Source: an optimization exercise on an open RTL-to-GDS flow (aim: small area, a short achievable clock period and few clock cycles). Production flows keep margins and buffers that such runs may drop.
At most, simulation tests tie the RTL to the original design; equivalence was not proved.
The RTL of run 7 was laid out without a check of its function.
Power is estimated from default activity; no workload was simulated.

==> design/flow/design.v <==
package cihp_pkg;
   localparam logic [1:0] KIND_HEAD    = 2'd0;
   localparam logic [1:0] KIND_PAYLOAD = 2'd1;
   localparam logic [1:0] KIND_ERROR   = 2'd2;
   localparam logic [1:0] ERR_BAD_INFO   = 2'd0;
   localparam logic [1:0] ERR_HEAD_TRUNC = 2'd1;
   localparam logic [1:0] ERR_PAY_TRUNC  = 2'd2;
   localparam logic [1:0] PH_IDLE    = 2'd0;
   localparam logic [1:0] PH_EXT     = 2'd1;
   localparam logic [1:0] PH_PAYLOAD = 2'd2;
   localparam logic [1:0] PH_DROP    = 2'd3;
   localparam int VALUE_W = 64;
   localparam int BYTE_W  = 8;
   localparam int MAJOR_W = 3;
   localparam int INFO_W  = 5;
   localparam logic [MAJOR_W-1:0] MAJ_BYTES = 3'd2;
   localparam logic [MAJOR_W-1:0] MAJ_TEXT  = 3'd3;
endpackage
module cihp_front (
   input  logic                         clock,
   input  logic                         reset,
   input  logic                         in_valid,
   input  logic [cihp_pkg::BYTE_W-1:0]  byte_in,
   input  logic                         final_byte,
   input  logic                         res_free,    
   input  logic                         res_pend,    
   output logic                         step,        
   output logic                         res_new,     
   output logic [1:0]                   res_kind,
   output logic [1:0]                   res_ecode,
   output logic                         res_done,
   output logic                         res_two,
   output logic [cihp_pkg::MAJOR_W-1:0] major,       
   output logic [cihp_pkg::VALUE_W-1:0] value
);
   logic [1:0]                     phase_ff, phase_in;
   logic [cihp_pkg::MAJOR_W-1:0]   major_ff, major_in;
   logic [cihp_pkg::VALUE_W-1:0]   xn_ff;
   logic [cihp_pkg::VALUE_W-1:0]   x, x_in;
   logic [cihp_pkg::INFO_W-1:0]    info;
   logic                           info_imm, info_ext;
   logic [cihp_pkg::VALUE_W-1:0]   shifted;
   logic [cihp_pkg::VALUE_W-1:0]   marker;
   logic                           need_pay;
   logic                           ext_last;
   logic                           pay_last;
   logic                           str_major;
   localparam int GRP_W = 16;
   localparam int N_GRP = cihp_pkg::VALUE_W / GRP_W;
   logic [N_GRP-2:0]               gz_ff, gz_in;    
   logic [N_GRP-1:0]               borrow;          
   logic [cihp_pkg::VALUE_W-1:0]   dec;             
   logic                           low_zero;
   assign x     = ~xn_ff;
   assign value = x;
   assign major = major_ff;
   always_comb begin
      info      = byte_in[cihp_pkg::INFO_W-1:0];
      info_imm  = (info < 5'd24);
      info_ext  = !info_imm && (info <= 5'd27);
      shifted   = {x[cihp_pkg::VALUE_W-cihp_pkg::BYTE_W-1:0], byte_in};
      marker     = '0;
      marker[56] = (info[1:0] == 2'd0);
      marker[48] = (info[1:0] == 2'd1);
      marker[32] = (info[1:0] == 2'd2);
      marker[0]  = (info[1:0] == 2'd3);
      ext_last  = x[cihp_pkg::VALUE_W-cihp_pkg::BYTE_W];
      pay_last  = (x[GRP_W-1:0] == GRP_W'(1)) && (&gz_ff[N_GRP-2:1])
                  && (x[cihp_pkg::VALUE_W-1:cihp_pkg::VALUE_W-GRP_W] == '0);
      borrow[0] = 1'b1;
      for (int k = 1; k < N_GRP; k++) begin
         borrow[k] = borrow[k-1] && gz_ff[k-1];
      end
      for (int i = 0; i < cihp_pkg::VALUE_W; i++) begin
         low_zero = borrow[i / GRP_W]
                    && !(|(x[(i / GRP_W) * GRP_W +: GRP_W] & GRP_W'((1 << (i % GRP_W)) - 1)));
         dec[i] = x[i] ^ low_zero;
      end
      gz_in = gz_ff;
      case (phase_ff)
         cihp_pkg::PH_IDLE: begin
            gz_in[0] = info_imm ? (info == '0) : (info[1:0] != 2'd3);
            gz_in[1] = 1'b1;
            gz_in[2] = info_imm || (info[1:0] != 2'd2);
         end
         cihp_pkg::PH_EXT: begin
            gz_in[0] = (x[7:0] == '0) && (byte_in == '0);
            for (int k = 1; k < N_GRP - 1; k++) begin
               gz_in[k] = (x[k*GRP_W-cihp_pkg::BYTE_W +: GRP_W] == '0);
            end
         end
         cihp_pkg::PH_PAYLOAD: begin
            for (int k = 0; k < N_GRP - 1; k++) begin
               gz_in[k] = borrow[k] ? (x[k*GRP_W +: GRP_W] == GRP_W'(1)) : gz_ff[k];
            end
         end
         default: begin
            gz_in = gz_ff;
         end
      endcase
      phase_in    = phase_ff;
      major_in    = major_ff;
      x_in        = x;
      res_new     = 1'b0;
      res_kind    = cihp_pkg::KIND_HEAD;
      res_ecode   = cihp_pkg::ERR_BAD_INFO;
      res_done    = 1'b0;
      res_two     = 1'b0;
      str_major   = (major_ff == cihp_pkg::MAJ_BYTES) || (major_ff == cihp_pkg::MAJ_TEXT);
      need_pay    = 1'b0;
      case (phase_ff)
         cihp_pkg::PH_IDLE: begin
            major_in    = byte_in[cihp_pkg::BYTE_W-1:cihp_pkg::INFO_W];
            str_major   = (major_in == cihp_pkg::MAJ_BYTES) || (major_in == cihp_pkg::MAJ_TEXT);
            x_in        = info_imm ? cihp_pkg::VALUE_W'(info) : marker;
            if (info_imm) begin
               need_pay = str_major && (info != '0);
               res_new  = 1'b1;
               res_done = !need_pay;
               res_two  = need_pay && final_byte;
               phase_in = (need_pay && !final_byte) ? cihp_pkg::PH_PAYLOAD : cihp_pkg::PH_IDLE;
            end else if (info_ext) begin
               res_new   = final_byte;
               res_kind  = cihp_pkg::KIND_ERROR;
               res_ecode = cihp_pkg::ERR_HEAD_TRUNC;
               phase_in  = final_byte ? cihp_pkg::PH_IDLE : cihp_pkg::PH_EXT;
            end else begin
               res_new   = 1'b1;
               res_kind  = cihp_pkg::KIND_ERROR;
               res_ecode = cihp_pkg::ERR_BAD_INFO;
               phase_in  = final_byte ? cihp_pkg::PH_IDLE : cihp_pkg::PH_DROP;
            end
         end
         cihp_pkg::PH_EXT: begin
            x_in = shifted;
            if (ext_last) begin
               need_pay = str_major && !((&gz_ff) && (x[55:48] == '0) && (byte_in == '0));
               res_new  = 1'b1;
               res_done = !need_pay;
               res_two  = need_pay && final_byte;
               phase_in = (need_pay && !final_byte) ? cihp_pkg::PH_PAYLOAD : cihp_pkg::PH_IDLE;
            end else begin
               res_new   = final_byte;
               res_kind  = cihp_pkg::KIND_ERROR;
               res_ecode = cihp_pkg::ERR_HEAD_TRUNC;
               phase_in  = final_byte ? cihp_pkg::PH_IDLE : cihp_pkg::PH_EXT;
            end
         end
         cihp_pkg::PH_PAYLOAD: begin
            x_in     = dec;
            res_new  = 1'b1;
            res_kind = cihp_pkg::KIND_PAYLOAD;
            res_done = pay_last;
            res_two  = !pay_last && final_byte;
            phase_in = (pay_last || final_byte) ? cihp_pkg::PH_IDLE : cihp_pkg::PH_PAYLOAD;
         end
         default: begin
            phase_in = final_byte ? cihp_pkg::PH_IDLE : cihp_pkg::PH_DROP;
         end
      endcase
      step = in_valid && res_free && !res_pend;
   end
   always_ff @(posedge clock) begin
      if (reset) begin
         phase_ff <= cihp_pkg::PH_IDLE;
      end else if (step) begin
         phase_ff <= phase_in;
      end
   end
   always_ff @(posedge clock) begin
      if (step) begin
         major_ff <= major_in;
         xn_ff    <= ~x_in;
         gz_ff    <= gz_in;
      end
   end
endmodule
module cihp_back (
   input  logic                           clock,
   input  logic                           reset,
   input  logic                           step,
   input  logic                           res_new,
   input  logic [1:0]                     res_kind,
   input  logic [1:0]                     res_ecode,
   input  logic                           res_done,
   input  logic                           res_two,
   input  logic [cihp_pkg::MAJOR_W-1:0]   major,
   input  logic [cihp_pkg::BYTE_W-1:0]    res_byte,
   input  logic [cihp_pkg::VALUE_W-1:0]   value,
   output logic                           res_free,
   output logic                           res_pend,
   output logic                           rsp_empty,
   input  logic                           rsp_pop,
   output logic [1:0]                     rsp_kind,
   output logic [cihp_pkg::MAJOR_W-1:0]   rsp_major_type,
   output logic [cihp_pkg::VALUE_W-1:0]   rsp_head_value,
   output logic [cihp_pkg::BYTE_W-1:0]    rsp_payload_byte,
   output logic [1:0]                     rsp_error_code,
   output logic                           rsp_item_done,
   output logic                           rsp_run_end
);
   logic                         valid_ff, pend_ff;
   logic                         nhead_ff, err_ff;    
   logic [1:0]                   ecode_ff;
   logic                         done_ff;
   logic [cihp_pkg::BYTE_W-1:0]  pbyte_ff;
   assign res_free = !valid_ff || rsp_pop;
   assign res_pend = pend_ff;
   always_ff @(posedge clock) begin
      if (reset) begin
         valid_ff <= 1'b0;
         pend_ff  <= 1'b0;
      end else if (res_free) begin
         if (pend_ff) begin
            valid_ff <= 1'b1;
            pend_ff  <= 1'b0;
         end else begin
            valid_ff <= step && res_new;
            pend_ff  <= step && res_new && res_two;
         end
      end
   end
   always_ff @(posedge clock) begin
      if (res_free) begin
         if (pend_ff) begin
            nhead_ff <= 1'b1;
            err_ff   <= 1'b1;
            ecode_ff <= cihp_pkg::ERR_PAY_TRUNC;
            done_ff  <= 1'b0;
            pbyte_ff <= '0;
         end else begin
            nhead_ff <= (res_kind != cihp_pkg::KIND_HEAD);
            err_ff   <= (res_kind == cihp_pkg::KIND_ERROR);
            ecode_ff <= res_ecode;
            done_ff  <= res_done;
            pbyte_ff <= (res_kind == cihp_pkg::KIND_PAYLOAD) ? res_byte : '0;
         end
      end
   end
   assign rsp_empty        = !valid_ff;
   assign rsp_kind         = {err_ff, nhead_ff && !err_ff};
   assign rsp_major_type   = major;
   assign rsp_head_value   = nhead_ff ? '0 : value;
   assign rsp_payload_byte = pbyte_ff;
   assign rsp_error_code   = ecode_ff;
   assign rsp_item_done    = done_ff;
   assign rsp_run_end      = !pend_ff;
endmodule
module cbor_item_head_parser_top (
   input  logic                           clock,
   input  logic                           reset,
   input  logic                           req_push,
   output logic                           req_full,
   input  logic [cihp_pkg::BYTE_W-1:0]    req_byte_in,
   input  logic                           req_final_byte,
   output logic                           rsp_empty,
   input  logic                           rsp_pop,
   output logic [1:0]                     rsp_kind,
   output logic [cihp_pkg::MAJOR_W-1:0]   rsp_major_type,
   output logic [cihp_pkg::VALUE_W-1:0]   rsp_head_value,
   output logic [cihp_pkg::BYTE_W-1:0]    rsp_payload_byte,
   output logic [1:0]                     rsp_error_code,
   output logic                           rsp_item_done,
   output logic                           rsp_run_end
);
   logic                         step;
   logic                         res_free, res_pend, res_new, res_done, res_two;
   logic [1:0]                   res_kind, res_ecode;
   logic [cihp_pkg::MAJOR_W-1:0] major;
   logic [cihp_pkg::VALUE_W-1:0] value;
   assign req_full = res_pend || !res_free;
   cihp_front u_front (
      .clock      (clock),
      .reset      (reset),
      .in_valid   (req_push),
      .byte_in    (req_byte_in),
      .final_byte (req_final_byte),
      .res_free   (res_free),
      .res_pend   (res_pend),
      .step       (step),
      .res_new    (res_new),
      .res_kind   (res_kind),
      .res_ecode  (res_ecode),
      .res_done   (res_done),
      .res_two    (res_two),
      .major      (major),
      .value      (value)
   );
   cihp_back u_back (
      .clock            (clock),
      .reset            (reset),
      .step             (step),
      .res_new          (res_new),
      .res_kind         (res_kind),
      .res_ecode        (res_ecode),
      .res_done         (res_done),
      .res_two          (res_two),
      .major            (major),
      .res_byte         (req_byte_in),
      .value            (value),
      .res_free         (res_free),
      .res_pend         (res_pend),
      .rsp_empty        (rsp_empty),
      .rsp_pop          (rsp_pop),
      .rsp_kind         (rsp_kind),
      .rsp_major_type   (rsp_major_type),
      .rsp_head_value   (rsp_head_value),
      .rsp_payload_byte (rsp_payload_byte),
      .rsp_error_code   (rsp_error_code),
      .rsp_item_done    (rsp_item_done),
      .rsp_run_end      (rsp_run_end)
   );
endmodule
==> design/flow/flow/run.sh <==
#!/bin/bash
# The standard layout, with plain buf_1 cells as the port buffers instead of
# the default delay cells. Each tool's output is kept in flow_standard.log.
set -euo pipefail
bash standard.sh BUFFER_PORTS_ARGS="-buffer_cell sky130_fd_sc_hd__buf_1" finish > flow_standard.log 2>&1
==> design/flow/standard.sh <==
#!/bin/bash
# synth_recipe.tcl (not shown) runs the flow's synth.tcl, then flattens the netlist and writes it again
# the make line also repeats each setting of config.mk as NAME=value (left out here)
make -C /OpenROAD-flow-scripts/flow DESIGN_CONFIG=/design/flow/config.mk WORK_HOME=/design/flow/orfs CLKGATE_MAP_FILE= SYNTH_SCRIPT=/design/flow/synth_recipe.tcl "${@:-finish}"
==> design/flow/config.mk <==
export PLATFORM = sky130hd
export DESIGN_NAME = cbor_item_head_parser_top
export DESIGN_NICKNAME = cbor_item_head_parser_top
export VERILOG_FILES = /design/flow/design.v
export SDC_FILE = /design/flow/constraint.sdc
export NUM_CORES = 4
export LEC_CHECK = 0
export CAP_MARGIN = 20
export CORE_MARGIN = 2
export CORE_UTILIZATION = 65
export CTS_BUF_LIST = sky130_fd_sc_hd__clkbuf_8
export SETUP_SLACK_MARGIN = 1.5
export SLEW_MARGIN = 20
==> design/flow/constraint.sdc <==
create_clock -name core_clock -period 4.0 [get_ports {clock}]
set_input_delay 0.8000 -clock core_clock [delete_from_list [all_inputs] [get_ports {clock}]]
set_output_delay 0.8000 -clock core_clock [all_outputs]
set_load 0.01 [all_outputs]
==> out/metrics.csv, run 1 <==
stage;metric;value;unit
sta;clock-skew-final;0.00983;ns
clock_tree;cts_htree_levels;3;
placement;dpl.hpwl;8.38;mm
sta;period_share;0.588;
grt;grt_pass1_wl;20.4;mm
grt;grt_pass1_vias;4015;
yosys;ys.flop_type;edfxtp_1;
worst_setup_path;crit_type;in2reg;
clock_tree;clockBufferDepth;2;
cells_and_area;fillers;581;
power_and_ir_drop;pwr_density_cell;356;nW/um^2
yosys;synth-seq-cells;87;
worst_setup_path;crit_fanout;24;
placement;gp_congestion;0.859;
floorplanning;dieArea;8620;sq um
sta;worst_slew_pin_slew;0.739;ns
yosys;synthTopCellsByArea;edfxtp_1 (49%), a2bb2oi_1 (8.2%), nor2_1 (5.9%);
floorplanning;core_region_area;7690;sq um
yosys;syn-cell-area;5130;sq um
cells_and_area;layout_common_cells;buf_1 (95), edfxtp_1 (83), nor2_1 (80);
yosys;yosys.area.top_type;edfxtp_1;
cells_and_area;area.sequential;2570;sq um
worst_setup_path;worstPathBufferInverterCount;2;
yosys;synth.lib_cells_used.distinct;50;
worst_setup_path;cp-end-kind;register;
yosys;ys_warn_count;2;
cells_and_area;antennaDiodeCount;0;
yosys;ys_seq_area_frac;0.501;
yosys;synth_area_per_cell;10.4;sq um
routing;drt_drc_violations_left;0;
cells_and_area;drive_above_1_share;0.0664;
floorplanning;die_x;92.9;microns
run;maxCapViolCount;0;
grt;globalRouteTotalUtil;0.304;
grt;use_met3;0.0504;
worst_setup_path;start_kind;input pin;
sta;grt_setup_unrepaired;false;
hold_path;min_path_type;reg2reg;
routing;drtIter0Drc;274;
routing;postRouteAntennaNets;0;
clock_tree;hold_buffers;0;
cells_and_area;stdcell_count;689;
placement;port_buffers;95;
sta;slew_headroom;0.506;
grt;met1_usage;0.413;
yosys;synth_nets;520;
clock_tree;clk_pin_slew_worst_paths;0.09;ns
clock_tree;cts_made_buffers;9;
cells_and_area;layout_commonest_cell;buf_1;
yosys;synth_top_cell_area_share;0.486;
grt;grt.busiest_layer;met2;
worst_setup_path;crit_slowest_cell;nor2_4;
worst_setup_path;crit_required;4.04;ns
worst_setup_path;crit_chain;buf_1, nand2b_4, nand3_4, nor2_4, buf_4;
sta;setup_viol;0;
sta;fin_crit;2.35;ns
routing;via_count;4306;
sta;fin_tns_setup;0;ns
worst_setup_path;cp_slowest_stage_delay;0.62;ns
clock_tree;cts.sinks;87;
routing;firstDrtPassIters;6;
yosys;synth_edf_count;83;
grt;grt_max_degree;56;
routing;wl_per_cell;18.1;microns
sta;final_hold_viol_count;0;
floorplanning;start_util;0.667;
routing;wl;12.5;mm
power_and_ir_drop;p_leak;1.97;nW
cells_and_area;layout.nets;608;
grt;gr-total-overflow;0;
worst_setup_path;critPathTopFamily;simple AND/OR/NAND/NOR gates;
yosys;netlist_instances;494;
grt;gr-usage-met2;0.508;
status;status;finished clean;
power_and_ir_drop;peakVddDrop;0.232;mV
grt;antenna_found_initial;0;
sta;drv_slew;0;
clock_tree;clkLatencyLatePin;0.36;ns
floorplanning;die_y;92.9;microns
clock_tree;root_buffer;clkbuf_8;
floorplanning;io_pins;96;
cells_and_area;multi_input_area;2410;sq um
placement;placed_cells;669;
routing;via_per_inst;6.25;
yosys;synthArstFlopShare;0;
floorplanning;std_cell_rows;32;
worst_setup_path;arrival;2.39;ns
sta;timing.fmax;425;MHz
cells_and_area;area_delta_synth_final;13.8;%
clock_tree;cts_tree;built;
-- worst min-delay path, cell delays in order, from the launching register on --
cell	delay (ns)
dfxtp_1	0.37
nand2_1	0.08
a21oi_1	0.05
-- metal layers --
layer	share of wire	routed length, microns	vias up
li1	-	-	2007
met1	0.43	5370	2087
met2	0.49	6150	183
met3	0.060	743	29
met4	0.017	216	0
met5	0	0	-
-- metrics by stage --
stage	util	power, mW	setup WS (ns)	instance area [sq um]	hold WS (ns)
3_5_place_dp	0.726	1.40	1.26	5580	0.518
2_1_floorplan	-	1.31	1.24	5160	0.460
4_1_cts	0.758	2.07	1.56	5830	0.532
3_3_place_gp	0.726	1.39	1.35	5580	0.496
6_report	0.759	2.08	1.65	5840	0.549
5_1_grt	0.759	2.15	1.54	5840	0.577
-- synth_stat cells, types with 8 or more instances --
library cell   n
a21oi_1       12
edfxtp_1      83
xnor2_1       24
nand3_1       21
and2_1        10
xor2_1        25
ha_1          13
a2bb2oi_1     48
nor3_1         8
nand4_1       13
clkbuf_1      21
nand2_1       31
inv_1         18
nor2_1        81
o21ai_0        9
-- cell families (layout without fill, tap and decap cells) --
family,count (synthesis),count (layout),share of synthesized area
buffers and inverters,47,140,0.0358
adder cells (fa/ha/maj),13,13,0.0317
XOR/XNOR,49,49,0.0836
AND/OR/NAND/NOR,190,190,0.184
AO/OA/AOI/OAI,108,108,0.164
flip-flops,87,87,0.501
-- final timing paths --
path                             from                   to  slack (ns)  depth (start not counted)
hold / removal    u_front.phase_ff[0]  u_front.phase_ff[0]        0.55                          2
hold reg to reg   u_front.phase_ff[0]  u_front.phase_ff[0]        0.55                          2
setup / recovery              rsp_pop             register        1.65                          5
setup reg to reg  u_front.phase_ff[0]       u_back.done_ff        1.83                          6
-- timing repair --
action                     in CTS  in global routing
setup endpoints to repair      64                 17
resized for setup               0                  4
setup buffers                   4                  0
-- cell type report --
class                           count  share of cell area
Clock inverter                      6              0.0135
Tap cell                          102              0.0219
Timing Repair Buffer              104              0.0733
Multi-Input combinational cell    360               0.413
Sequential cell                    87               0.441
Inverter                           20              0.0139
Clock buffer                       10              0.0236
-- power breakdown --
part / leakage (nW) / internal (mW) / total, mW / switching, mW
clock: 0.116 / 0.363 / 0.676 / 0.313
combinational: 1.17 / 0.120 / 0.331 / 0.211
sequential: 0.686 / 1.04 / 1.07 / 0.0329
Testbench counts, summed over its fixed seeds: cycles 24,277.
==> run 2: changes to the inputs <==
--- a/design/flow/config.mk
+++ b/design/flow/config.mk
@@ -7,7 +7,7 @@
 export LEC_CHECK = 0
 export CAP_MARGIN = 20
 export CORE_MARGIN = 2
-export CORE_UTILIZATION = 65
+export CORE_UTILIZATION = 60
 export CTS_BUF_LIST = sky130_fd_sc_hd__clkbuf_8
-export SETUP_SLACK_MARGIN = 1.5
+export SETUP_SLACK_MARGIN = 2.0
 export SLEW_MARGIN = 20
==> out/metrics.csv, run 2 <==
stage;metric;value;unit;change
status;status;finished clean;;
sta;grt_setup_unrepaired;true;;
power_and_ir_drop;p_leak;2.38;nW;+21%
yosys;ys.flop_type;edfxtp_1;;
worst_setup_path;crit_required;3.20;ns;-0.84 ns
power_and_ir_drop;power;2.13;mW;+2.4%
sta;slew_headroom;0.712;;+0.206
cells_and_area;layout_commonest_cell;edfxtp_1;;
run;maxCapViolCount;0;;unchanged
yosys;ys_warn_count;2;;unchanged
hold_path;min_path_cells;0;;-2
sta;fin_crit;2.17;ns;-0.177 ns
cells_and_area;final_core_util;0.791;;+0.0315
clock_tree;cts_made_buffers;9;;unchanged
cells_and_area;fillers;551;;-5.2%
yosys;synthArstFlopShare;0;;unchanged
yosys;synth_nets;520;;unchanged
yosys;syn-cell-area;5130;sq um;unchanged
sta;worst_slew_pin_slew;0.429;ns;-0.310 ns
placement;dp_slack;1.42;ns;+0.158 ns
routing;drtIter0Drc;261;;-4.7%
grt;grt_max_degree;57;;+1.8%
clock_tree;cts_tree;built;;
sta;setup_ws;1.83;ns;+0.177 ns
sta;setup_viol;0;;unchanged
worst_setup_path;arrival;1.37;ns;-1.02 ns
yosys;synth.lib_cells_used.distinct;50;;unchanged
yosys;netlist_instances;494;;unchanged
placement;dpl.hpwl;8.26;mm;-1.5%
hold_path;worst_hold_startpoint;u_back.pend_ff;;
grt;antenna_found_initial;0;;unchanged
grt;gr-total-overflow;0;;unchanged
floorplanning;start_util;0.621;;-0.0461
floorplanning;core_region_area;8260;sq um;+7.4%
routing;wl_per_cell;19.0;microns;+4.6%
cells_and_area;layout_common_cells;edfxtp_1 (83), buf_2 (49), a2bb2oi_1 (48);;
sta;timing.fmax;460;MHz;+8.1%
grt;globalRouteTotalUtil;0.280;;-0.0245
clock_tree;clkLatencyLatePin;0.36;ns;about the same
power_and_ir_drop;peakVddDrop;0.241;mV;+3.5%
routing;via_per_inst;6.18;;-1.1%
placement;gp_congestion;0.870;;+1.3%
grt;grt_pass1_wl;20.1;mm;-1.7%
yosys;synth_area_per_cell;10.4;sq um;unchanged
sta;clock-skew-final;0.0133;ns;+0.00344 ns
worst_setup_path;start_kind;register;;
routing;wl;13.5;mm;+8.0%
sta;drv_slew;0;;unchanged
routing;drt_drc_violations_left;0;;unchanged
yosys;synth-seq-cells;87;;unchanged
routing;firstDrtPassIters;5;;-1
worst_setup_path;startpoint;u_back.nhead_ff;;
yosys;synth_top_cell_area_share;0.486;;unchanged
cells_and_area;area_delta_synth_final;27.3;%;
cells_and_area;antennaDiodeCount;0;;unchanged
routing;postRouteAntennaNets;0;;unchanged
yosys;synthTopCellsByArea;edfxtp_1 (49%), a2bb2oi_1 (8.2%), nor2_1 (5.9%);;
yosys;synth_edf_count;83;;unchanged
cells_and_area;layout.nets;627;;+3.1%
yosys;yosysMostFrequentCell;edfxtp_1;;
sta;final_hold_viol_count;0;;unchanged
floorplanning;die_x;96.5;microns;+3.9%
clock_tree;clockBufferDepth;2;;unchanged
grt;grt_pass1_vias;4010;;-0.12%
sta;period_share;0.544;;-0.0443
floorplanning;io_pins;96;;unchanged
hold_path;min_path_type;reg2reg;;
floorplanning;die_y;96.5;microns;+3.9%
clock_tree;cts_htree_levels;3;;unchanged
yosys;synthTopCellsByCount;edfxtp_1 (83), nor2_1 (81), a2bb2oi_1 (48);;
floorplanning;dieArea;9310;sq um;+8.0%
yosys;ys_seq_area_frac;0.501;;unchanged
sta;holdWs;0.541;ns;-0.00775 ns
clock_tree;root_buffer;clkbuf_8;;
placement;port_buffers;95;;unchanged
worst_setup_path;crit_fanout;24;;unchanged
floorplanning;std_cell_rows;33;;+3.1%
worst_setup_path;cp-end-kind;output pin;;
cells_and_area;drive_above_1_share;0.294;;+0.227
worst_setup_path;reg2reg_depth;5;;-1
yosys;yosys.area.top_type;edfxtp_1;;
clock_tree;hold_buffers;0;;unchanged
power_and_ir_drop;pwr_density_cell;326;nW/um^2;-8.5%
routing;via_count;4393;;+2.0%
sta;fin_tns_setup;0;ns;unchanged
worst_setup_path;crit_type;reg2out;;
clock_tree;cts.sinks;87;;unchanged
clock_tree;clk_pin_slew_worst_paths;0.09;ns;about the same
-- run 2: through the flow --
stage	instance area, sq um	instances
after floorplan	5160	494
after global placement	5590	670
after detailed placement	5590	670
after CTS	6060	694
after global routing	6530	711
final	6530	711
-- run 2: kinds of logic after synthesis --
logic type,count (synthesis),synth area share
DFF,87,0.501
adders and majority gates,13,0.0317
AOI/OAI and AO/OA,108,0.164
xor gates and xnor gates,49,0.0836
and+or+nand+nor,190,0.184
buffers and inverters,47,0.0358
-- run 2: metal layers --
| layer | up-vias | routed length [microns] | share of wire | global-route usage |
|---|---|---|---|---|
| met2 | 203 | 6710 | 0.50 | 0.454 |
| li1 | 2047 | - | - | - |
| met5 | - | 0 | 0 | 0 |
| met3 | 20 | 883 | 0.066 | 0.0388 |
| met4 | 0 | 245 | 0.018 | 0.0869 |
| met1 | 2123 | 5630 | 0.42 | 0.393 |
-- run 2: repair_timing --
| action | CTS | global route |
|---|---|---|
| setup buffers | 7 | 14 |
| resized for setup | 97 | 76 |
| endpoints found under the setup margin | 168 | 94 |
| gates cloned | 1 | 3 |
| pin swaps | 2 | 20 |
-- run 2: path summary, 6_finish.rpt --
path | end | slack, ns
worst max-delay path | rsp_head_value[41] | 1.83
worst min-delay path | u_back.ecode_ff[1] | 0.54
worst max register to register | u_back.pend_ff | 2.09
worst min register to register | u_back.ecode_ff[1] | 0.54
-- run 2: area by class of cell --
type,count,area [sq um],area share
Timing Repair Buffer,123,881,0.135
Clock inverter,7,71.3,0.0109
Multi-Input combinational cell,360,2670,0.409
Tap cell,105,131,0.0201
Sequential cell,87,2570,0.394
Inverter,20,81.3,0.0125
Clock buffer,9,124,0.0190
-- run 2: power breakdown --
group          internal (mW)  switching [mW]  total, mW
clock network          0.291           0.340      0.630
registers               1.04          0.0311       1.07
logic                  0.175           0.252      0.428
-- run 2: critical path, stage by stage, from the launching register on --
cell      delay (ns)
edfxtp_1        0.41
buf_4           0.16
buf_12          0.16
nor2_2          0.14
buf_2           0.14
==> run 3: changes to the inputs <==
--- a/design/flow/config.mk
+++ b/design/flow/config.mk
@@ -9,5 +9,5 @@
 export CORE_MARGIN = 2
 export CORE_UTILIZATION = 60
 export CTS_BUF_LIST = sky130_fd_sc_hd__clkbuf_8
-export SETUP_SLACK_MARGIN = 2.0
+export SETUP_SLACK_MARGIN = 1.85
 export SLEW_MARGIN = 20
==> out/metrics.csv, run 3 <==
stage;metric;value;unit;change
routing;via_per_inst;6.30;;+2.0%
yosys;synth-xor-area-share;0.0836;;unchanged
cells_and_area;layout.nets;621;;-0.96%
grt;grt_pass1_wl;20.8;mm;+3.7%
floorplanning;dieArea;9310;sq um;unchanged
yosys;ys.flop_type;edfxtp_1;;
sta;fin_tns_setup;0;ns;unchanged
status;status;finished clean;;
cells_and_area;fillers;555;;+0.73%
yosys;ys_seq_area_frac;0.501;;unchanged
hold_path;min_path_type;reg2reg;;
yosys;synth_area_per_cell;10.4;sq um;unchanged
worst_setup_path;cp_slowest_stage_delay;0.49;ns;+0.08 ns
grt;antenna_found_initial;0;;unchanged
cells_and_area;multi_input_area;2600;sq um;-2.5%
cells_and_area;layout_common_cells;edfxtp_1 (83), nor2_1 (53), a2bb2oi_1 (48);;
routing;postRouteAntennaNets;0;;unchanged
grt;gr-total-overflow;0;;unchanged
floorplanning;io_pins;96;;unchanged
clock_tree;clk_pin_slew_worst_paths;0.08;ns;about the same
sta;timing.fmax;441;MHz;-4.1%
placement;gp_congestion;0.888;;+2.1%
yosys;synth_top_family_by_area;simple AND/OR/NAND/NOR gates;;
sta;clock-skew-final;0.0115;ns;-0.00179 ns
routing;wl_per_cell;19.9;microns;+5.3%
yosys;synthAdderAreaFrac;0.0317;;unchanged
yosys;synth_top_cell_area_share;0.486;;unchanged
yosys;synthTopCellsByArea;edfxtp_1 (49%), a2bb2oi_1 (8.2%), nor2_1 (5.9%);;
cells_and_area;area.sequential;2570;sq um;about the same
sta;setup_viol;0;;unchanged
worst_setup_path;critPathTopFamily;flip-flops;;
power_and_ir_drop;power;2.25;mW;+6.0%
yosys;synthTopCellsByCount;edfxtp_1 (83), nor2_1 (81), a2bb2oi_1 (48);;
sta;slew_headroom;0.611;;-0.101
yosys;synth_nets;520;;unchanged
grt;grt_max_degree;56;;-1.8%
sta;drv_slew;0;;unchanged
worst_setup_path;start_kind;register;;
grt;globalRouteTotalUtil;0.297;;+0.0175
yosys;netlist_instances;494;;unchanged
worst_setup_path;crit_chain;buf_4, buf_12, nor2_1, buf_2;;
clock_tree;clkLatencyLatePin;0.36;ns;about the same
power_and_ir_drop;pwr_density_cell;348;nW/um^2;+6.8%
cells_and_area;area_delta_synth_final;26.3;%;
routing;firstDrtPassIters;4;;-1
sta;period_share;0.566;;+0.0230
yosys;synth_compound_area_frac;0.164;;unchanged
worst_setup_path;worstPathBufferInverterCount;3;;unchanged
cells_and_area;layout_commonest_cell;edfxtp_1;;
yosys;yosys.area.top_type;edfxtp_1;;
routing;via_count;4444;;+1.2%
worst_setup_path;crit_fanout;8;;-67%
clock_tree;root_buffer;clkbuf_8;;
placement;port_buffers;95;;unchanged
floorplanning;die_x;96.5;microns;unchanged
clock_tree;cts_htree_levels;3;;unchanged
yosys;synth-seq-cells;87;;unchanged
power_and_ir_drop;p_leak;2.37;nW;-0.44%
floorplanning;std_cell_rows;33;;unchanged
run;maxCapViolCount;0;;unchanged
cells_and_area;drive_above_1_share;0.252;;-0.0421
clock_tree;hold_buffers;0;;unchanged
floorplanning;die_y;96.5;microns;unchanged
yosys;muxShareOfSynthArea;0;;unchanged
worst_setup_path;crit_required;3.20;ns;about the same
yosys;synth_edf_count;83;;unchanged
clock_tree;clockBufferDepth;2;;unchanged
floorplanning;start_util;0.621;;unchanged
sta;worst_slew_pin_slew;0.584;ns;+0.155 ns
sta;fin_crit;2.27;ns;+0.0918 ns
clock_tree;cts_made_buffers;9;;unchanged
floorplanning;core_region_area;8260;sq um;unchanged
cells_and_area;antennaDiodeCount;0;;unchanged
sta;final_hold_viol_count;0;;unchanged
placement;dpl.hpwl;8.34;mm;+1.0%
yosys;yosysMostFrequentCell;edfxtp_1;;
yosys;synth_simple_gate_area_frac;0.184;;unchanged
worst_setup_path;cp-end-kind;output pin;;
worst_setup_path;arrival;1.47;ns;+0.10 ns
routing;drtIter0Drc;329;;+26%
clock_tree;cts.sinks;87;;unchanged
yosys;synth.lib_cells_used.distinct;50;;unchanged
yosys;syn-cell-area;5130;sq um;unchanged
sta;grt_setup_unrepaired;true;;
routing;wl;14.1;mm;+4.4%
clock_tree;cts_tree;built;;
grt;grt_pass1_vias;3953;;-1.4%
routing;drt_drc_violations_left;0;;unchanged
power_and_ir_drop;peakVddDrop;0.248;mV;+3.3%
yosys;ys_warn_count;2;;unchanged
worst_setup_path;crit_type;reg2out;;
yosys;synthArstFlopShare;0;;unchanged
worst_setup_path;crit_slowest_cell;edfxtp_1;;
sta;holdWs;0.518;ns;-0.0233 ns
==> run 3: power breakdown <==
group          internal [mW]  total (mW)  switching, mW
clock network          0.405       0.731          0.327
registers               1.04        1.07         0.0319
logic                  0.190       0.454          0.263
total                   1.63        2.25          0.622
==> run 3: per-stage QoR <==
stage / utilization / cells / setup slack [ns] / area [sq um]
3_5_place_dp: 0.676 / 670 / 1.32 / 5580
5_1_grt: 0.785 / 705 / 1.68 / 6480
6_report: 0.785 / 705 / 1.73 / 6480
3_3_place_gp: 0.676 / 670 / 1.35 / 5580
4_1_cts: 0.744 / 698 / 1.75 / 6140
2_1_floorplan: - / 494 / 1.24 / 5160
==> run 3: layout make-up <==
class | count | area share
clock buffers | 12 | 0.0255
flip-flops and latches | 87 | 0.397
inverters | 20 | 0.0122
clock inverters | 4 | 0.0118
repair buffers | 116 | 0.132
multi-input cells | 361 | 0.401
well taps | 105 | 0.0203
==> run 3: metal layers <==
layer | routed length, microns | GRT usage | vias up
li1 | - | - | 2038
met3 | 1000 | 0.0396 | 22
met2 | 6940 | 0.466 | 214
met4 | 243 | 0.0998 | 0
met1 | 5880 | 0.429 | 2170
met5 | 0 | 0 | -
==> run 3: cell families after synthesis <==
family          after synthesis
flops                        87
buf+inv                      47
xor+xnor                     49
simple gates                190
compound gates              108
fa+ha+maj                    13
==> run 3: path summary, 6_finish.rpt <==
path / from / depth (start not counted) / endpoint / slack, ns
setup / recovery: u_back.nhead_ff / 4 / rsp_head_value[33] / 1.73
hold / removal: u_front.phase_ff[0] / 2 / u_front.phase_ff[0] / 0.52
setup reg to reg: register / 5 / register / 2.00
hold reg to reg: u_front.phase_ff[0] / 2 / u_front.phase_ff[0] / 0.52
==> run 3: worst reg2reg max path: stages, from the launching register on <==
cell,delay [ns]
edfxtp_1,0.52
nand4_1,0.30
nor4_4,0.45
nand4_1,0.18
xor2_1,0.20
a2bb2oi_1,0.10
==> run 3: what timing repair did <==
action	CTS	global route
pin swaps	6	14
setup buffers	6	6
cloned	6	1
hold endpoints to repair	0	0
gates resized for setup	78	65
endpoints found under the setup margin	179	78
==> run 4: changes to the inputs <==
--- a/design/flow/config.mk
+++ b/design/flow/config.mk
@@ -7,7 +7,7 @@
 export LEC_CHECK = 0
 export CAP_MARGIN = 20
 export CORE_MARGIN = 2
-export CORE_UTILIZATION = 60
+export CORE_UTILIZATION = 55
 export CTS_BUF_LIST = sky130_fd_sc_hd__clkbuf_8
-export SETUP_SLACK_MARGIN = 1.85
+export SETUP_SLACK_MARGIN = 2.25
 export SLEW_MARGIN = 20
==> out/metrics.csv, run 4 <==
stage;metric;value;unit;change
status;status;finished clean;;
sta;slew_headroom;0.680;;+0.0697
routing;wl_per_cell;19.3;microns;-3.3%
yosys;synthTopCellsByCount;edfxtp_1 (83), nor2_1 (81), a2bb2oi_1 (48);;
worst_setup_path;critPathTopFamily;flip-flops;;
hold_path;min_path_type;reg2reg;;
routing;drt_drc_violations_left;0;;unchanged
worst_setup_path;start_kind;register;;
worst_setup_path;crit_slowest_cell;edfxtp_1;;
worst_setup_path;cp_slowest_stage_delay;0.44;ns;-0.05 ns
power_and_ir_drop;pwr_density_cell;306;nW/um^2;-12%
yosys;netlist_instances;494;;unchanged
clock_tree;hold_buffers;0;;unchanged
grt;globalRouteTotalUtil;0.272;;-0.0259
sta;fin_crit;2.15;ns;-0.114 ns
clock_tree;cts_made_buffers;9;;unchanged
clock_tree;clk_pin_slew_worst_paths;0.10;ns;+0.02 ns
sta;setup_viol;0;;unchanged
power_and_ir_drop;power;2.14;mW;-5.1%
cells_and_area;layout_commonest_cell;edfxtp_1;;
clock_tree;clkLatencyLatePin;0.37;ns;about the same
floorplanning;start_util;0.561;;-0.0607
clock_tree;clockBufferDepth;2;;unchanged
cells_and_area;layout_common_cells;edfxtp_1 (83), nor2_1 (75), buf_4 (66);;
yosys;ys_seq_area_frac;0.501;;unchanged
yosys;synth_edf_count;83;;unchanged
worst_setup_path;crit_required;3.20;ns;about the same
floorplanning;die_x;101;microns;+4.3%
floorplanning;die_y;101;microns;+4.3%
cells_and_area;area_delta_synth_final;36.4;%;
yosys;ys.flop_type;edfxtp_1;;
power_and_ir_drop;peakVddDrop;0.206;mV;-17%
yosys;ys_warn_count;2;;unchanged
sta;clock-skew-final;0.0140;ns;+0.00253 ns
yosys;syn-cell-area;5130;sq um;unchanged
worst_setup_path;crit_type;reg2out;;
yosys;synth_top_cell_area_share;0.486;;unchanged
sta;final_hold_viol_count;0;;unchanged
grt;antenna_found_initial;0;;unchanged
cells_and_area;final_core_util;0.764;;-0.0202
power_and_ir_drop;switching_share;0.307;;+0.0309
grt;gr-total-overflow;0;;unchanged
placement;dp_slack;1.52;ns;+0.208 ns
yosys;synth_nets;520;;unchanged
worst_setup_path;arrival;1.35;ns;-0.12 ns
sta;setup_ws;1.85;ns;+0.114 ns
clock_tree;cts_htree_levels;3;;unchanged
routing;via_per_inst;5.96;;-5.5%
worst_setup_path;crit_fanout;52;;+44
clock_tree;cts_tree;built;;
yosys;synth.lib_cells_used.distinct;50;;unchanged
yosys;synthTopCellsByArea;edfxtp_1 (49%), a2bb2oi_1 (8.2%), nor2_1 (5.9%);;
floorplanning;core_region_area;9150;sq um;+11%
routing;via_count;4622;;+4.0%
routing;drtIter0Drc;252;;-23%
sta;worst_slew_pin_slew;0.475;ns;-0.109 ns
routing;wl;15.0;mm;+6.5%
power_and_ir_drop;p_clk_frac;0.285;;-0.039
cells_and_area;fin_area;7000;sq um;+8.0%
grt;grt_pass1_vias;4127;;+4.4%
yosys;synth_area_per_cell;10.4;sq um;unchanged
sta;drv_slew;0;;unchanged
yosys;synthArstFlopShare;0;;unchanged
placement;port_buffers;95;;unchanged
sta;grt_setup_unrepaired;true;;
power_and_ir_drop;internal_power;1.48;mW;-9.1%
run;maxCapViolCount;0;;unchanged
power_and_ir_drop;p_leak;2.66;nW;+12%
placement;dpl_cell_area;5580;sq um;about the same
grt;grt_max_degree;56;;unchanged
worst_setup_path;cp-end-kind;output pin;;
sta;period_share;0.538;;-0.0286
power_and_ir_drop;pwr-share-seq;0.499;;+0.025
cells_and_area;antennaDiodeCount;0;;unchanged
floorplanning;dieArea;10100;sq um;+8.7%
clock_tree;cts.sinks;87;;unchanged
worst_setup_path;crit_chain;buf_12, nor2_1, clkbuf_2;;
cells_and_area;drive_above_1_share;0.340;;+0.0882
clock_tree;root_buffer;clkbuf_8;;
yosys;synth-seq-cells;87;;unchanged
floorplanning;std_cell_rows;35;;+6.1%
sta;timing.fmax;465;MHz;+5.3%
placement;dpl.hpwl;8.59;mm;+2.9%
grt;grt_pass1_wl;21.3;mm;+2.1%
sta;fin_tns_setup;0;ns;unchanged
floorplanning;io_pins;96;;unchanged
power_and_ir_drop;power_frac_comb;0.216;;+0.015
power_and_ir_drop;power.switching;0.657;mW;+5.6%
cells_and_area;layout.nets;686;;+10%
routing;firstDrtPassIters;4;;unchanged
placement;gp_congestion;0.889;;about the same
worst_setup_path;worstPathBufferInverterCount;2;;-1
yosys;yosysMostFrequentCell;edfxtp_1;;
routing;postRouteAntennaNets;0;;unchanged
yosys;yosys.area.top_type;edfxtp_1;;
==> run 4: cell types whose count changed in the layout (fill, tap and decap cells not counted), moves of 7 or more <==
cell | before | now
nand3_1 | 20 | 13
buf_4 | 11 | 66
nor2_1 | 53 | 75
buf_2 | 44 | 9
nor2_4 | 19 | 2
clkbuf_2 | 4 | 47
==> run 4: layout make-up <==
class | count | area (sq um)
Multi-Input combinational cell | 360 | 2720
Sequential cell | 87 | 2580
Fill cell | 644 | 2160
Timing Repair Buffer | 182 | 1280
Tap cell | 111 | 139
Clock buffer | 9 | 124
Inverter | 20 | 93.8
Clock inverter | 7 | 61.3
==> run 4: logic make-up (layout without fill, tap and decap cells) <==
logic type,count (synthesis),count (layout),synth area share
and+or+nand+nor,190,190,0.184
DFF,87,87,0.501
adders and majority gates,13,13,0.0317
AOI/OAI and AO/OA,108,108,0.164
xor gates and xnor gates,49,49,0.0836
buffers and inverters,47,218,0.0358
==> run 4: layer usage <==
layer,up-vias,GRT usage,routed length [microns]
met5,-,0,0
met1,2256,0.368,6430
li1,2172,-,-
met4,0,0.0959,215
met2,175,0.445,7590
met3,19,0.0423,740
==> run 4: per-stage QoR <==
stage	hold slack, ns	std cells
floorplan	0.460	494
global placement	0.480	677
detailed placement	0.489	677
CTS	0.551	730
global route	0.573	776
finish	0.548	776
==> run 4: worst reg2reg max path: cells and delay by family (launching register included) <==
kind,cells,cell delay [ns]
simple gates,2,0.76
flops,1,0.48
compound gates,3,0.62
==> run 4: worst paths after layout <==
path	cells past startpoint	slack (ns)	startpoint	end
setup / recovery	3	1.85	u_back.nhead_ff	rsp_head_value[25]
hold / removal	2	0.55	u_front.phase_ff[0]	u_front.phase_ff[0]
setup reg to reg	5	2.05	register	u_front.phase_ff[1]
hold reg to reg	2	0.55	u_front.phase_ff[0]	u_front.phase_ff[0]
==> run 4: what timing repair did <==
item,in CTS,in global routing
endpoints found under the setup margin,214,174
pin swaps,16,27
resized for setup,61,101
buffers inserted,36,45
gates cloned,1,1
==> run 4: power groups by stage <==
| stage | clock network, mW | registers [mW] | logic (mW) |
|---|---|---|---|
| 2_1_floorplan | 0 | 1.08 | 0.231 |
| 3_3_place_gp | 0 | 1.09 | 0.305 |
| 3_5_place_dp | 0 | 1.09 | 0.311 |
| 4_1_cts | 0.614 | 1.06 | 0.384 |
| 5_1_grt | 0.645 | 1.07 | 0.498 |
| 6_report | 0.610 | 1.07 | 0.463 |
==> run 5: changes to the inputs <==
--- a/design/flow/config.mk
+++ b/design/flow/config.mk
@@ -7,7 +7,8 @@
 export LEC_CHECK = 0
 export CAP_MARGIN = 20
 export CORE_MARGIN = 2
-export CORE_UTILIZATION = 55
+export CORE_UTILIZATION = 60
 export CTS_BUF_LIST = sky130_fd_sc_hd__clkbuf_8
-export SETUP_SLACK_MARGIN = 2.25
+export PLACE_DENSITY = 0.75
+export SETUP_SLACK_MARGIN = 1.75
 export SLEW_MARGIN = 20
==> out/metrics.csv, run 5 <==
stage;metric;value;unit;change
cells_and_area;antennaDiodeCount;0;;unchanged
grt;grt.busiest_layer;met2;;
floorplanning;start_util;0.621;;+0.0607
sta;grt_setup_unrepaired;true;;
power_and_ir_drop;p_clk_frac;0.284;;about the same
yosys;synth_edf_count;83;;unchanged
worst_setup_path;startpoint;u_back.nhead_ff;;
yosys;synthArstFlopShare;0;;unchanged
routing;via_count;4265;;-7.7%
hold_path;min_path_type;reg2reg;;
worst_setup_path;reg2reg_from;u_front.phase_ff[1];;
routing;drtIter0Drc;301;;+19%
placement;port_buffers;95;;unchanged
sta;final_hold_viol_count;0;;unchanged
clock_tree;clockBufferDepth;2;;unchanged
yosys;ys_warn_count;2;;unchanged
cells_and_area;layout_commonest_cell;edfxtp_1;;
routing;drt_drc_violations_left;0;;unchanged
sta;setup_viol;0;;unchanged
yosys;synthTopCellsByArea;edfxtp_1 (49%), a2bb2oi_1 (8.2%), nor2_1 (5.9%);;
floorplanning;core_region_area;8260;sq um;-9.8%
power_and_ir_drop;switching_share;0.295;;-0.0119
worst_setup_path;cp_slowest_stage_delay;0.48;ns;+0.04 ns
clock_tree;root_buffer;clkbuf_8;;
sta;period_share;0.549;;+0.0114
grt;met1_usage;0.396;;+0.0278
sta;holdWs;0.511;ns;-0.0378 ns
routing;wl_per_cell;18.3;microns;-5.3%
worst_setup_path;critPathTopFamily;flip-flops;;
clock_tree;clkLatencyLatePin;0.38;ns;about the same
sta;fin_crit;2.20;ns;+0.0455 ns
grt;grt_pass1_vias;3804;;-7.8%
worst_setup_path;crit_required;3.20;ns;about the same
cells_and_area;area_delta_synth_final;13.7;%;
power_and_ir_drop;peakVddDrop;0.225;mV;+8.9%
sta;fin_tns_setup;0;ns;unchanged
power_and_ir_drop;internal_power;1.38;mW;-7.0%
placement;gp_congestion;0.859;;-3.3%
yosys;synth_nets;520;;unchanged
status;status;finished clean;;
yosys;ys_seq_area_frac;0.501;;unchanged
cells_and_area;fillers;671;;+4.2%
clock_tree;hold_buffers;0;;unchanged
sta;setup_ws;1.80;ns;-0.0455 ns
yosys;syn-cell-area;5130;sq um;unchanged
grt;globalRouteTotalUtil;0.281;;+0.00922
power_and_ir_drop;pwr_density_cell;335;nW/um^2;+9.6%
clock_tree;cts.sinks;87;;unchanged
placement;dpl.hpwl;8.45;mm;-1.5%
power_and_ir_drop;power;1.96;mW;-8.6%
grt;grt_pass1_wl;19.7;mm;-7.2%
worst_setup_path;crit_type;reg2out;;
power_and_ir_drop;pwr-share-seq;0.545;;+0.046
grt;use_met3;0.0729;;+0.0306
power_and_ir_drop;power.switching;0.577;mW;-12%
routing;firstDrtPassIters;6;;+2
grt;gr-total-overflow;0;;unchanged
yosys;yosysMostFrequentCell;edfxtp_1;;
floorplanning;die_y;96.5;microns;-4.1%
sta;slew_headroom;0.478;;-0.203
yosys;synth_area_per_cell;10.4;sq um;unchanged
clock_tree;cts_made_buffers;9;;unchanged
worst_setup_path;start_kind;register;;
sta;clock-skew-final;0.0111;ns;-0.00292 ns
cells_and_area;layout_common_cells;edfxtp_1 (83), buf_1 (81), nor2_1 (80);;
routing;via_per_inst;6.15;;+3.2%
sta;timing.fmax;455;MHz;-2.1%
routing;wl;12.7;mm;-15%
floorplanning;std_cell_rows;33;;-5.7%
yosys;synth.lib_cells_used.distinct;50;;unchanged
yosys;synth-seq-cells;87;;unchanged
grt;gr-usage-met2;0.433;;-0.0112
yosys;synthTopCellsByCount;edfxtp_1 (83), nor2_1 (81), a2bb2oi_1 (48);;
grt;antenna_found_initial;0;;unchanged
sta;worst_slew_pin_slew;0.783;ns;+0.307 ns
floorplanning;die_x;96.5;microns;-4.1%
cells_and_area;drive_above_1_share;0.0951;;-0.245
power_and_ir_drop;power_frac_comb;0.170;;-0.046
hold_path;worst_hold_startpoint;u_front.phase_ff[0];;
placement;dp_slack;1.28;ns;-0.248 ns
clock_tree;cts_tree;built;;
worst_setup_path;reg2reg_slack;1.91;ns;-0.14 ns
clock_tree;clk_pin_slew_worst_paths;0.09;ns;about the same
yosys;ys.flop_type;edfxtp_1;;
worst_setup_path;crit_slowest_cell;edfxtp_1;;
sta;drv_slew;0;;unchanged
clock_tree;cts_htree_levels;3;;unchanged
yosys;synth_top_cell_area_share;0.486;;unchanged
worst_setup_path;cp-end-kind;output pin;;
worst_setup_path;worstPathBufferInverterCount;2;;unchanged
worst_setup_path;crit_chain;buf_4, nor2_1, buf_1;;
worst_setup_path;arrival;1.40;ns;+0.05 ns
yosys;yosys.area.top_type;edfxtp_1;;
routing;postRouteAntennaNets;0;;unchanged
cells_and_area;layout.nets;610;;-11%
power_and_ir_drop;p_leak;2.01;nW;-24%
floorplanning;dieArea;9310;sq um;-8.0%
run;maxCapViolCount;0;;unchanged
floorplanning;io_pins;96;;unchanged
grt;grt_max_degree;62;;+11%
worst_setup_path;crit_fanout;11;;-79%
yosys;netlist_instances;494;;unchanged
run 5: cell counts after synthesis:
No cell type changed its count.
run 5: final cells by class:
| type | instances | area, sq um | area share |
|---|---|---|---|
| sequential | 87 | 2570 | 0.441 |
| inverter | 20 | 76.3 | 0.0131 |
| multi-input combinational | 361 | 2430 | 0.416 |
| clock inverter | 7 | 42.5 | 0.00729 |
| clock buffer | 9 | 124 | 0.0212 |
| timing repair buffer | 105 | 462 | 0.0791 |
| tap | 105 | 131 | 0.0225 |
run 5: cell families after synthesis:
family	share of synthesized area
compound gates	0.164
fa+ha+maj	0.0317
simple gates	0.184
xor+xnor	0.0836
buf+inv	0.0358
flops	0.501
run 5: worst reg2reg max path, cell delays in order (launching register included):
cell	delay (ns)
dfxtp_1	0.38
inv_1	0.11
ha_1	0.19
clkinv_2	0.62
o22ai_1	0.45
a21oi_1	0.08
run 5: power groups by stage:
stage	clock, mW	sequential [mW]	combinational (mW)
detailed placement	0	1.10	0.310
global placement	0	1.10	0.301
CTS	0.553	1.07	0.330
finish	0.556	1.07	0.333
floorplan	0	1.08	0.229
global route	0.594	1.07	0.368
run 5: routing by layer:
metal	vias up	routed length, microns
met3	24	928
met1	2044	5570
met4	0	212
li1	2014	-
met2	183	5970
met5	-	0
run 5: what timing repair did:
item                                    CTS  global route
gates cloned                              1             0
endpoints found under the setup margin  108            31
endpoints found under the hold margin     0             0
pin swaps                                 1             0
buffers inserted                          2             3
resized for setup                         0            17
run 5: final timing paths:
kind                                             to  cells past startpoint
worst min register to register  u_front.phase_ff[0]                      2
worst min-delay path            u_front.phase_ff[0]                      2
worst max-delay path              rsp_head_value[9]                      3
worst max register to register             register                      5
run 5: per-stage QoR:
| step | instance area [sq um] | std cells | util |
|---|---|---|---|
| floorplan | 5160 | 494 | - |
| finish | 5830 | 694 | 0.707 |
| global route | 5830 | 694 | 0.707 |
| global placement | 5590 | 672 | 0.677 |
| detailed placement | 5590 | 672 | 0.677 |
| CTS | 5780 | 691 | 0.700 |
==> run 6: changes to the inputs <==
--- a/design/flow/config.mk
+++ b/design/flow/config.mk
@@ -9,6 +9,5 @@
 export CORE_MARGIN = 2
 export CORE_UTILIZATION = 60
 export CTS_BUF_LIST = sky130_fd_sc_hd__clkbuf_8
-export PLACE_DENSITY = 0.75
 export SETUP_SLACK_MARGIN = 1.75
 export SLEW_MARGIN = 20
==> out/metrics.csv, run 6 <==
stage;metric;value;unit;change
yosys;synth_nets;520;;unchanged
sta;drv_slew;0;;unchanged
grt;globalRouteTotalUtil;0.280;;-0.000427
worst_setup_path;crit_required;3.20;ns;about the same
clock_tree;clockBufferDepth;2;;unchanged
yosys;synthArstFlopShare;0;;unchanged
yosys;synth_top_family_by_area;simple AND/OR/NAND/NOR gates;;
clock_tree;cts_htree_levels;3;;unchanged
worst_setup_path;critPathTopFamily;buffers and inverters;;
yosys;ys_seq_area_frac;0.501;;unchanged
yosys;synth_edf_count;83;;unchanged
yosys;ys_warn_count;2;;unchanged
sta;grt_setup_unrepaired;true;;
routing;drtIter0Drc;226;;-25%
placement;dpl.hpwl;8.34;mm;-1.3%
power_and_ir_drop;pwr_density_cell;363;nW/um^2;+8.1%
floorplanning;std_cell_rows;33;;unchanged
yosys;yosysMostFrequentCell;edfxtp_1;;
yosys;yosys.area.top_type;edfxtp_1;;
cells_and_area;layout_common_cells;buf_1 (89), edfxtp_1 (83), nor2_1 (79);;
run;maxCapViolCount;0;;unchanged
worst_setup_path;crit_fanout;16;;+5
worst_setup_path;arrival;1.41;ns;about the same
grt;gr-total-overflow;0;;unchanged
sta;clock-skew-final;0.0173;ns;+0.00616 ns
worst_setup_path;worstPathBufferInverterCount;3;;+1
cells_and_area;layout.nets;608;;-0.33%
grt;grt_pass1_wl;19.8;mm;+0.28%
sta;setup_viol;0;;unchanged
status;status;finished clean;;
floorplanning;die_x;96.5;microns;unchanged
routing;wl_per_cell;18.8;microns;+2.8%
clock_tree;hold_buffers;0;;unchanged
grt;grt_pass1_vias;3817;;+0.34%
floorplanning;dieArea;9310;sq um;unchanged
cells_and_area;drive_above_1_share;0.0835;;-0.0116
worst_setup_path;reg2reg_slack;1.95;ns;+0.04 ns
yosys;synth_compound_area_frac;0.164;;unchanged
clock_tree;clk_pin_slew_worst_paths;0.08;ns;about the same
clock_tree;cts_tree;built;;
worst_setup_path;reg2reg_from;u_front.gz_ff[0];;
yosys;synth-seq-cells;87;;unchanged
clock_tree;cts.sinks;87;;unchanged
worst_setup_path;cp.depth;4;;+1
floorplanning;core_region_area;8260;sq um;unchanged
routing;via_per_inst;6.16;;+0.17%
yosys;netlist_instances;494;;unchanged
sta;timing.fmax;453;MHz;-0.38%
worst_setup_path;crit_end;rsp_head_value[47];;
yosys;synth_top_cell_area_share;0.486;;unchanged
worst_setup_path;crit_type;reg2out;;
yosys;synthTopCellsByArea;edfxtp_1 (49%), a2bb2oi_1 (8.2%), nor2_1 (5.9%);;
clock_tree;root_buffer;clkbuf_8;;
cells_and_area;area_delta_synth_final;16.0;%;
yosys;synth_area_per_cell;10.4;sq um;unchanged
placement;gp_congestion;0.888;;+3.4%
power_and_ir_drop;peakVddDrop;0.246;mV;+9.5%
routing;wl;13.0;mm;+2.5%
yosys;synth_simple_gate_area_frac;0.184;;unchanged
floorplanning;io_pins;96;;unchanged
power_and_ir_drop;p_leak;2.02;nW;+0.56%
yosys;synth.lib_cells_used.distinct;50;;unchanged
cells_and_area;antennaDiodeCount;0;;unchanged
routing;firstDrtPassIters;5;;-1
worst_setup_path;crit_chain;buf_4, buf_12, nor2_1, buf_1;;
sta;period_share;0.551;;+0.00211
worst_setup_path;cp_slowest_stage_delay;0.38;ns;-0.10 ns
worst_setup_path;startpoint;u_back.nhead_ff;;
worst_setup_path;crit_slowest_cell;edfxtp_1;;
placement;port_buffers;95;;unchanged
grt;antenna_found_initial;0;;unchanged
floorplanning;start_util;0.621;;unchanged
worst_setup_path;reg2reg_depth;5;;unchanged
sta;final_hold_viol_count;0;;unchanged
sta;fin_tns_setup;0;ns;unchanged
yosys;synthAdderAreaFrac;0.0317;;unchanged
cells_and_area;final_core_util;0.721;;+0.0141
routing;via_count;4260;;-0.12%
clock_tree;cts_made_buffers;9;;unchanged
routing;postRouteAntennaNets;0;;unchanged
worst_setup_path;start_kind;register;;
grt;grt_max_degree;56;;-9.7%
clock_tree;clkLatencyLatePin;0.37;ns;about the same
yosys;syn-cell-area;5130;sq um;unchanged
routing;drt_drc_violations_left;0;;unchanged
worst_setup_path;cp-end-kind;output pin;;
sta;worst_slew_pin_slew;0.616;ns;-0.167 ns
yosys;synthTopCellsByCount;edfxtp_1 (83), nor2_1 (81), a2bb2oi_1 (48);;
yosys;ys.flop_type;edfxtp_1;;
sta;slew_headroom;0.586;;+0.108
cells_and_area;layout_commonest_cell;buf_1;;
yosys;synth-xor-area-share;0.0836;;unchanged
floorplanning;die_y;96.5;microns;unchanged
hold_path;min_path_type;reg2reg;;
sta;fin_crit;2.21;ns;+0.00844 ns
yosys;muxShareOfSynthArea;0;;unchanged
==> run 6: cell counts after synthesis <==
Identical to the previous run, type by type.
==> run 6: worst min-delay path, delay by kind of cell, from the launching register on <==
kind,cells,cell delay (ns)
AO/OA/AOI/OAI,1,0.06
flip-flops,1,0.35
AND/OR/NAND/NOR,1,0.07
==> run 6: cells by family after synthesis <==
kind of cell / after synthesis
XOR/XNOR: 49
buffers and inverters: 47
AND/OR/NAND/NOR: 190
flip-flops: 87
adder cells (fa/ha/maj): 13
AO/OA/AOI/OAI: 108
==> run 6: cell type report <==
class | count | area [sq um]
timing repair buffer | 103 | 494
multi-input combinational | 361 | 2430
clock inverter | 4 | 76.3
tap | 105 | 131
sequential | 87 | 2570
fill | 651 | 2310
clock buffer | 12 | 165
inverter | 20 | 81.3
==> run 6: metrics by stage <==
stage                     hold WS (ns)  cell area, sq um  worst slack [ns]  std cells  total power [mW]
after floorplan                  0.460              5160              1.24        494              1.31
after global placement           0.481              5580              1.35        670              1.39
after detailed placement         0.502              5580              1.32        670              1.40
after CTS                        0.519              5890              1.70        689              2.14
after global routing             0.555              5950              1.74        692              2.23
final                            0.520              5950              1.79        692              2.16
==> run 6: per-layer routing <==
| metal | GRT usage | vias up | part of all wire |
|---|---|---|---|
| li1 | - | 2007 | - |
| met1 | 0.409 | 2075 | 0.45 |
| met2 | 0.433 | 161 | 0.48 |
| met3 | 0.0481 | 17 | 0.058 |
| met4 | 0.0798 | 0 | 0.014 |
| met5 | 0 | - | 0 |
==> run 6: worst min path at each step <==
stage                                   start                   to  slack [ns]  cells after the start
after floorplan           u_front.phase_ff[0]  u_front.phase_ff[0]        0.46                      2
after detailed placement  u_front.phase_ff[0]  u_front.phase_ff[0]        0.50                      2
after global placement    u_front.phase_ff[0]  u_front.phase_ff[0]        0.48                      2
after CTS                 u_front.phase_ff[0]  u_front.phase_ff[0]        0.52                      2
final                     u_front.phase_ff[0]  u_front.phase_ff[0]        0.52                      2
after global routing      u_front.phase_ff[0]  u_front.phase_ff[0]        0.55                      2
==> run 6: power breakdown <==
part / total [mW] / internal, mW / switching, mW
combinational: 0.358 / 0.136 / 0.223
clock: 0.734 / 0.404 / 0.329
sequential: 1.06 / 1.04 / 0.0281
total: 2.16 / 1.58 / 0.580
==> run 6: repair_timing <==
item | CTS | global route
endpoints found under the setup margin | 90 | 74
cloned | 2 | 1
pin swaps | 1 | 0
setup buffers | 1 | 2
gates resized for setup | 6 | 9
==> run 7: changes to the inputs <==
--- a/design/flow/design.v
+++ b/design/flow/design.v
@@ -83,24 +83,21 @@
             gz_in[1] = 1'b1;
             gz_in[2] = info_imm || (info[1:0] != 2'd2);
          end
-         cihp_pkg::PH_EXT: begin
-            gz_in[0] = (x[7:0] == '0) && (byte_in == '0);
-            for (int k = 1; k < N_GRP - 1; k++) begin
-               gz_in[k] = (x[k*GRP_W-cihp_pkg::BYTE_W +: GRP_W] == '0);
-            end
-         end
          cihp_pkg::PH_PAYLOAD: begin
             for (int k = 0; k < N_GRP - 1; k++) begin
                gz_in[k] = borrow[k] ? (x[k*GRP_W +: GRP_W] == GRP_W'(1)) : gz_ff[k];
             end
          end
          default: begin
-            gz_in = gz_ff;
+            gz_in[0] = (x[7:0] == '0) && (byte_in == '0);
+            for (int k = 1; k < N_GRP - 1; k++) begin
+               gz_in[k] = (x[k*GRP_W-cihp_pkg::BYTE_W +: GRP_W] == '0);
+            end
          end
       endcase
       phase_in    = phase_ff;
       major_in    = major_ff;
-      x_in        = x;
+      x_in        = shifted;    
       res_new     = 1'b0;
       res_kind    = cihp_pkg::KIND_HEAD;
       res_ecode   = cihp_pkg::ERR_BAD_INFO;
@@ -132,7 +129,6 @@
             end
          end
          cihp_pkg::PH_EXT: begin
-            x_in = shifted;
             if (ext_last) begin
                need_pay = str_major && !((&gz_ff) && (x[55:48] == '0) && (byte_in == '0));
                res_new  = 1'b1;
==> out/metrics.csv, run 7 <==
stage;metric;value;unit;change
grt;gr-total-overflow;0;;unchanged
yosys;synth_edf_count;83;;unchanged
cells_and_area;drive_above_1_share;0.0690;;-0.0145
worst_setup_path;r2r-end;u_front.xn_ff[35];;
cells_and_area;area_delta_synth_final;11.8;%;
sta;timing.fmax;466;MHz;+2.8%
cells_and_area;largest_reg_flops;64;;
sta;worst_slew_pin_slew;0.741;ns;+0.125 ns
routing;postRouteAntennaNets;0;;unchanged
yosys;synth.lib_cells_used.distinct;56;;+12%
routing;drtIter0Drc;284;;+26%
placement;port_buffers;95;;unchanged
yosys;synthTopCellsByArea;edfxtp_1 (48%), a2bb2oi_1 (6.7%), nor2_1 (6.3%);;
floorplanning;die_y;97.2;microns;+0.70%
clock_tree;cts.sinks;87;;unchanged
hold_path;min_to;u_back.ecode_ff[1];;
routing;wl_per_cell;17.7;microns;-5.5%
worst_setup_path;start_kind;input pin;;
floorplanning;die_x;97.2;microns;+0.70%
sta;fin_tns_setup;0;ns;unchanged
yosys;synthArstFlopShare;0;;unchanged
worst_setup_path;arrival;1.35;ns;-0.06 ns
yosys;synth_top_cell_area_share;0.479;;-0.00700
yosys;synth_area_per_cell;10.2;sq um;-1.7%
worst_setup_path;reg2reg_depth;4;;-1
routing;via_per_inst;6.16;;+0.11%
hold_path;worst_hold_startpoint;u_back.pend_ff;;
clock_tree;clockBufferDepth;2;;unchanged
yosys;ys_seq_area_frac;0.494;;-0.00723
floorplanning;std_cell_rows;33;;unchanged
grt;globalRouteTotalUtil;0.262;;-0.0188
worst_setup_path;crit_type;in2out;;
run;maxCapViolCount;0;;unchanged
worst_setup_path;cp-end-kind;output pin;;
floorplanning;io_pins;96;;unchanged
sta;period_share;0.537;;-0.0148
worst_setup_path;startpoint;rsp_pop;;
clock_tree;cts_made_buffers;9;;unchanged
grt;antenna_found_initial;0;;unchanged
yosys;yosysMostFrequentCell;nor2_1;;
clock_tree;clkLatencyLatePin;0.36;ns;about the same
cells_and_area;layout_common_cells;buf_1 (95), nor2_1 (87), edfxtp_1 (83);;
clock_tree;hold_buffers;0;;unchanged
yosys;synth_nets;531;;+2.1%
yosys;ys_warn_count;2;;unchanged
yosys;netlist_instances;510;;+3.2%
clock_tree;cts_htree_levels;3;;unchanged
power_and_ir_drop;pwr_density_cell;334;nW/um^2;-7.9%
yosys;ys.flop_type;edfxtp_1;;
sta;final_hold_viol_count;0;;unchanged
worst_setup_path;reg2reg_from;u_front.phase_ff[1];;
sta;drv_slew;0;;unchanged
yosys;syn-cell-area;5210;sq um;+1.5%
clock_tree;cts_tree;built;;
sta;grt_setup_unrepaired;false;;
sta;slew_headroom;0.505;;-0.0805
routing;wl;12.4;mm;-4.6%
power_and_ir_drop;peakVddDrop;0.198;mV;-19%
grt;grt_max_degree;66;;+18%
sta;fin_crit;2.15;ns;-0.0591 ns
cells_and_area;antennaDiodeCount;0;;unchanged
cells_and_area;reg_top3;u_front.xn_ff (64), u_back.pbyte_ff (8);;
clock_tree;root_buffer;clkbuf_8;;
hold_path;min_path_cells;0;;-2
clock_tree;clk_pin_slew_worst_paths;0.10;ns;+0.02 ns
routing;firstDrtPassIters;4;;-1
routing;drt_drc_violations_left;0;;unchanged
worst_setup_path;reg2reg_slack;1.88;ns;-0.07 ns
floorplanning;core_region_area;8300;sq um;+0.50%
clock_tree;cts_setup_buffers;0;;-1
cells_and_area;regMostFlops;u_front.xn_ff;;
sta;clock-skew-final;0.0109;ns;-0.00636 ns
yosys;synth-seq-cells;87;;unchanged
worst_setup_path;crit_fanout;3;;-13
floorplanning;dieArea;9440;sq um;+1.4%
status;status;finished clean;;
yosys;synthTopCellsByCount;nor2_1 (88), edfxtp_1 (83), a2bb2oi_1 (40);;
grt;grt_pass1_vias;3989;;+4.5%
power_and_ir_drop;power;1.94;mW;-9.9%
placement;dpl.hpwl;8.27;mm;-0.90%
sta;setup_viol;0;;unchanged
hold_path;min_path_type;reg2reg;;
grt;grt_pass1_wl;20.1;mm;+1.8%
power_and_ir_drop;p_leak;1.93;nW;-4.4%
worst_setup_path;crit_required;3.20;ns;about the same
cells_and_area;layout_commonest_cell;buf_1;;
floorplanning;start_util;0.627;;+0.00595
cells_and_area;layout.nets;610;;+0.33%
yosys;yosys.area.top_type;edfxtp_1;;
placement;gp_congestion;0.867;;-2.4%
routing;via_count;4308;;+1.1%
run 7: cell types whose count changed after synthesis, sizes merged, moves of 4 or more:
cell / change
xnor2: -4
clkbuf: +4
and3: +7
o21ai: +6
nor2b: +6
a2bb2oi: -8
nand3: +5
inv: -4
and2: -6
ha: -5
nor2: +6
run 7: area by class of cell:
cell class,count,area [sq um]
clock buffers,10,138
fillers,677,2480
clock inverters,6,46.3
multi-input cells,376,2450
flip-flops and latches,87,2570
repair buffers,100,423
well taps,105,131
inverters,15,60.1
run 7: metal layers:
metal	track usage	part of all wire	vias up
li1	-	-	2045
met1	0.363	0.44	2107
met2	0.433	0.50	147
met3	0.0460	0.057	9
met4	0.0607	0.0086	0
met5	0	0	-
run 7: cells by family (layout without fill, tap and decap cells):
family          count (synthesis)  in the layout  share of synthesized area
compound gates                108            108                      0.155
xor+xnor                       46             46                     0.0774
fa+ha+maj                       8              8                     0.0192
buf+inv                        48            131                     0.0430
flops                          87             87                      0.494
mux                             1              1                    0.00216
simple gates                  212            213                      0.209
run 7: where the power goes:
part	total, mW	switching [mW]	internal, mW
clock network	0.569	0.325	0.245
registers	1.07	0.0340	1.04
logic	0.302	0.195	0.107
total	1.94	0.554	1.39
run 7: critical path, cell delays in order:
cell     delay [ns]
buf_1          0.10
nor2b_4        0.17
nor2_4         0.06
inv_1          0.06
buf_1          0.15
run 7: stage by stage:
stage | area (sq um) | instances | setup WS (ns) | utilization | hold WS [ns]
floorplan | 5230 | 510 | 1.48 | - | 0.556
global placement | 5610 | 682 | 1.45 | 0.676 | 0.605
detailed placement | 5610 | 682 | 1.42 | 0.676 | 0.596
CTS | 5810 | 699 | 1.75 | 0.700 | 0.622
global route | 5820 | 699 | 1.77 | 0.701 | 0.649
finish | 5820 | 699 | 1.85 | 0.701 | 0.624
run 7: what timing repair did:
action | 4_1_cts | 5_1_grt
gates cloned | 1 | 0
pin swaps | 0 | 0
endpoints found under the hold margin | 0 | 0
resized for setup | 1 | 4
setup endpoints to repair | 68 | 54
run 7: worst max path at each step:
| stage | endpoint | cells past startpoint |
|---|---|---|
| 2_1_floorplan | u_back.pend_ff | 6 |
| 3_3_place_gp | u_front.xn_ff[14] | 6 |
| 3_5_place_dp | u_front.xn_ff[22] | 6 |
| 6_report | req_full | 5 |
| 5_1_grt | u_front.xn_ff[19] | 4 |
| 4_1_cts | rsp_kind[0] | 3 |

Re-timed with assumed drivers on the ports (clkbuf_16 on the clock, buf_2 on other inputs), run 7 has 1.823 ns of setup slack against 1.854 ns with ideal ports, and 1.563 ns once port delays also move by the mid clock arrival of 0.386 ns.
